From an optimization exercise on the open Yosys and OpenROAD flow, aimed at small area; shortcuts taken in it are not production practice. In this exercise RTL edits were held to simulation tests only and were not proved equivalent to the original. Power figures rest on the tool's default switching activity, not on a simulated workload.

job 6354:
## mips_regfile_mp
module mips_regfile_mp #(
   parameter int NUM_REGS     = 32,
   parameter int DATA_WIDTH   = 32,
   parameter int NUM_RD_PORTS = 2,
   parameter int ZERO_REG_EN  = 1,
   parameter int BYPASS_EN    = 1,
   parameter logic [DATA_WIDTH-1:0] RESET_VALUE = '0,
   localparam int AW = $clog2(NUM_REGS)
) (
   input  logic                               clk,
   input  logic                               rst,
   input  logic [NUM_RD_PORTS*AW-1:0]         rd_addr,
   output logic [NUM_RD_PORTS*DATA_WIDTH-1:0] rd_data,
   output logic [NUM_RD_PORTS-1:0]            rd_busy,
   input  logic                               wr_en,
   input  logic [AW-1:0]                      wr_addr,
   input  logic [DATA_WIDTH-1:0]              wr_data,
   input  logic                               busy_set,
   input  logic [AW-1:0]                      busy_addr,
   output logic [NUM_REGS-1:0]                busy
);
==> flow/config.mk <==
export PLATFORM = sky130hd
export DESIGN_NAME = mips_regfile_mp
export DESIGN_NICKNAME = mips_regfile_mp
export VERILOG_FILES = /design/flow/design.v
export SDC_FILE = /design/flow/constraint.sdc
export NUM_CORES = 4
export LEC_CHECK = 0
export CAP_MARGIN = 20
export CORE_MARGIN = 2
export CORE_UTILIZATION = 40
export PLACE_DENSITY = 0.6
export SETUP_SLACK_MARGIN = 0.4
export SLEW_MARGIN = 20
export SYNTH_HIERARCHICAL = 1
==> flow/constraint.sdc <==
create_clock -name core_clock -period 8.0 [get_ports {clk}]
set_input_delay 1.6000 -clock core_clock [delete_from_list [all_inputs] [get_ports {clk}]]
set_output_delay 1.6000 -clock core_clock [all_outputs]
set_load 0.01 [all_outputs]
standard.sh (not shown) runs the stock make flow with config.mk's settings and CLKGATE_MAP_FILE= SYNTH_SCRIPT=/design/flow/synth_recipe.tcl, a recipe that flattens the netlist after the stock synthesis.
==> flow/flow/run.sh <==
#!/bin/bash
# Own layout flow: the standard flow (standard.sh, unchanged synthesis) with
# the smallest buffer on the ports and clock tree synthesis without dummy loads.
set -euo pipefail
cd "$(dirname "$0")/.."
bash standard.sh \
  "CTS_ARGS=-sink_clustering_enable -repair_clock_nets -dont_use_dummy_load" \
  "BUFFER_PORTS_ARGS=-buffer_cell sky130_fd_sc_hd__buf_1" \
  finish > flow_make.log 2>&1
Having completed the whole flow, job 6354 delivered a layout that passed the timing, DRC and antenna checks.
## Diff of input files: job 1214 against job 6354
==> flow/flow/run.sh <==
#!/bin/bash
# Own layout flow: the standard flow (standard.sh, unchanged synthesis) with
# the smallest buffer on the ports and clock tree synthesis without dummy loads
# and with larger sink clusters.
set -euo pipefail
cd "$(dirname "$0")/.."
bash standard.sh \
  "CTS_ARGS=-sink_clustering_enable -repair_clock_nets -dont_use_dummy_load -sink_clustering_size 24 -sink_clustering_max_diameter 120" \
  "BUFFER_PORTS_ARGS=-buffer_cell sky130_fd_sc_hd__buf_1" \
  finish > flow_make.log 2>&1
## What came out
- Job 6354 → job 1214: number of DRC violations after detailed-routing iteration 0 shows an increase of 323, share of the cycle needed by the critical path after routing shows an increase of 0.19 points.
- Job 6354 → job 1214: power -1.5 mW, detailed-route vias per instance +about 0.32%, first-pass GRT wire length -1.8 mm.
- NOTE static leakage job 6354->job 1214 decreased by a few percent
- Sequential share of cell area in job 1214 is 1.4 points above job 6354.
- Number of levels in the clock H-tree (higher): job 6354
- Number of signal-net buffers in the layout delta for job 1214 relative to job 6354: 0.43% higher
- Row number of antenna violations at the first check in global routing: job 1214 lower / job 6354 higher
### job 1214 -> job 7555
==> flow/flow/run.sh <==
#!/bin/bash
# Own layout flow: the standard flow (standard.sh, unchanged synthesis) with
# the smallest buffer on the ports and clock tree synthesis without dummy loads,
# with smaller sink clusters driven by clkbuf_8.
set -euo pipefail
cd "$(dirname "$0")/.."
CTS="-sink_clustering_enable -repair_clock_nets -dont_use_dummy_load"
CTS="$CTS -sink_clustering_size 16 -sink_clustering_max_diameter 80"
CTS="$CTS -buf_list {sky130_fd_sc_hd__clkbuf_8 sky130_fd_sc_hd__clkbuf_16}"
CTS="$CTS -sink_clustering_buffer sky130_fd_sc_hd__clkbuf_8"
bash standard.sh \
  "CTS_ARGS=$CTS" \
  "BUFFER_PORTS_ARGS=-buffer_cell sky130_fd_sc_hd__buf_1" \
  finish > flow_make.log 2>&1
## What came out
- Job 1214 ended with every stage complete and zero timing, DRC or antenna violations.
- Job 7555 did not stop at any stage, and its layout met the timing, DRC and antenna checks.
- On job 7555: layout overhead on the synthesized area is 0.17 points lower than what job 1214 gave.
- For core utilization, job 7555 and job 1214 come out practically identical.
- Job 7555 vs. job 1214: worst path setup slack after routing flat; number of standard cells in the final layout excluding fillers climbed about 0.65%; global-route met2 utilization neither gained nor lost much; total number of multi-input combinational cells held.
- In the metrics for job 1214 and job 7555, the one carrying the lower clock buffer and inverter area fraction after layout is job 7555.
- Relative to job 1214, routed via count increased by about 0.5% in job 7555.
- Summary: with job 1214 as the reference, number of global-route vias before repair in job 7555 moved up slightly.
The following lists how job 4778 was set up differently from job 7555:
# job 7555
export LEC_CHECK = 0
export CAP_MARGIN = 20
export CORE_MARGIN = 2
export CORE_UTILIZATION = 40
export PLACE_DENSITY = 0.6
export SETUP_SLACK_MARGIN = 0.4
export SLEW_MARGIN = 20
export SYNTH_HIERARCHICAL = 1
create_clock -name core_clock -period 8.0 [get_ports {clk}]
# job 4778
export LEC_CHECK = 0
export CAP_MARGIN = 8
export CORE_MARGIN = 2
export CORE_UTILIZATION = 46
export PLACE_DENSITY = 0.66
export SETUP_SLACK_MARGIN = 0.4
export SLEW_MARGIN = 8
export SYNTH_HIERARCHICAL = 1
create_clock -name core_clock -period 8.0 [get_ports {clk}]
==> flow/flow/run.sh <==
#!/bin/bash
# Own layout flow: the standard flow (standard.sh, unchanged synthesis) with
# the smallest buffer on the ports and clock tree synthesis without dummy loads
# and with larger sink clusters.
set -euo pipefail
cd "$(dirname "$0")/.."
bash standard.sh \
  "CTS_ARGS=-sink_clustering_enable -repair_clock_nets -dont_use_dummy_load -sink_clustering_size 24 -sink_clustering_max_diameter 120" \
  "BUFFER_PORTS_ARGS=-buffer_cell sky130_fd_sc_hd__buf_1" \
  finish > flow_make.log 2>&1
==> comparison <==
Relative to job 7555, the final cell area reported for job 4778 is lower. Detailed-route wire length: job 4778 vs job 7555 down 2.9%. Fraction of standard cell area in multi-input logic: lower on job 7555. In job 4778, total power is higher than in job 7555. Status: worst hold slack parity (job 4778, job 7555). Compared to job 7555, job 4778 has core utilization 6.3 points higher. The cell type of the slowest stage on the worst timing path comes out a222oi_1 in one run and and3_2 in the other, namely in job 4778 and job 7555 respectively. For job 7555, the launch point of the critical path was wr_addr[1], unlike job 4778, where it was wr_addr[0].
For job 1354, these inputs were changed with respect to job 4778:
# job 4778
export LEC_CHECK = 0
export CAP_MARGIN = 8
export CORE_MARGIN = 2
export CORE_UTILIZATION = 46
export PLACE_DENSITY = 0.66
export SETUP_SLACK_MARGIN = 0.4
export SLEW_MARGIN = 8
export SYNTH_HIERARCHICAL = 1
create_clock -name core_clock -period 8.0 [get_ports {clk}]
# job 1354
export LEC_CHECK = 0
export CAP_MARGIN = 20
export CORE_MARGIN = 2
export CORE_UTILIZATION = 46
export PLACE_DENSITY = 0.66
export SETUP_SLACK_MARGIN = 0.4
export SLEW_MARGIN = 20
export SYNTH_HIERARCHICAL = 1
create_clock -name core_clock -period 8.0 [get_ports {clk}]
### Flow results
- Compared with job 4778, in job 1354 number of buffers other than clock buffers in the final layout grew by 6; total power held steady; minimum clock period grew by 7.6 ps; via count held steady.
- Job 4778 -> job 1354: total instance count after detailed placement flat
- Number of standard cells in the layout, taps in and fillers out delta (job 1354 -> job 4778): insignificant
- Between job 1354 and job 4778, the difference in final antenna-violating net count is negligible.

[re-timing with driven ports]
In the flow no input, the clock included, has a driving cell. The finished layouts below were timed again as built, in two steps.
Step 1 sets driving cells, clkbuf_16 on the clock port and buf_2 on the other inputs (assumed; they add their load-dependent delay and slew).
Step 2 also shifts input and output timing later by t, the mid clock arrival at the registers, as if the neighbouring blocks saw the same clock.
a / b / c = ideal ports / drivers / drivers and shift; a / b = the first two.
| run | t, ns | setup slack, ns | hold slack, ns |
|---|---|---|---|
| job 6354 | 0.735 | 0.964 / 0.941 / 0.941 | 0.495 / 0.495 / 0.495 |
| job 1214 | 0.734 | 0.949 / 0.927 / 0.927 | 0.500 / 0.500 / 0.500 |
| job 7555 | 0.700 | 0.949 / 0.926 / 0.926 | 0.504 / 0.504 / 0.504 |
| job 4778 | 0.714 | 0.937 / 0.914 / 0.914 | 0.504 / 0.504 / 0.504 |
| job 1354 | 0.706 | 0.929 / 0.907 / 0.907 | 0.504 / 0.504 / 0.504 |
After both steps every run listed still meets setup and hold.
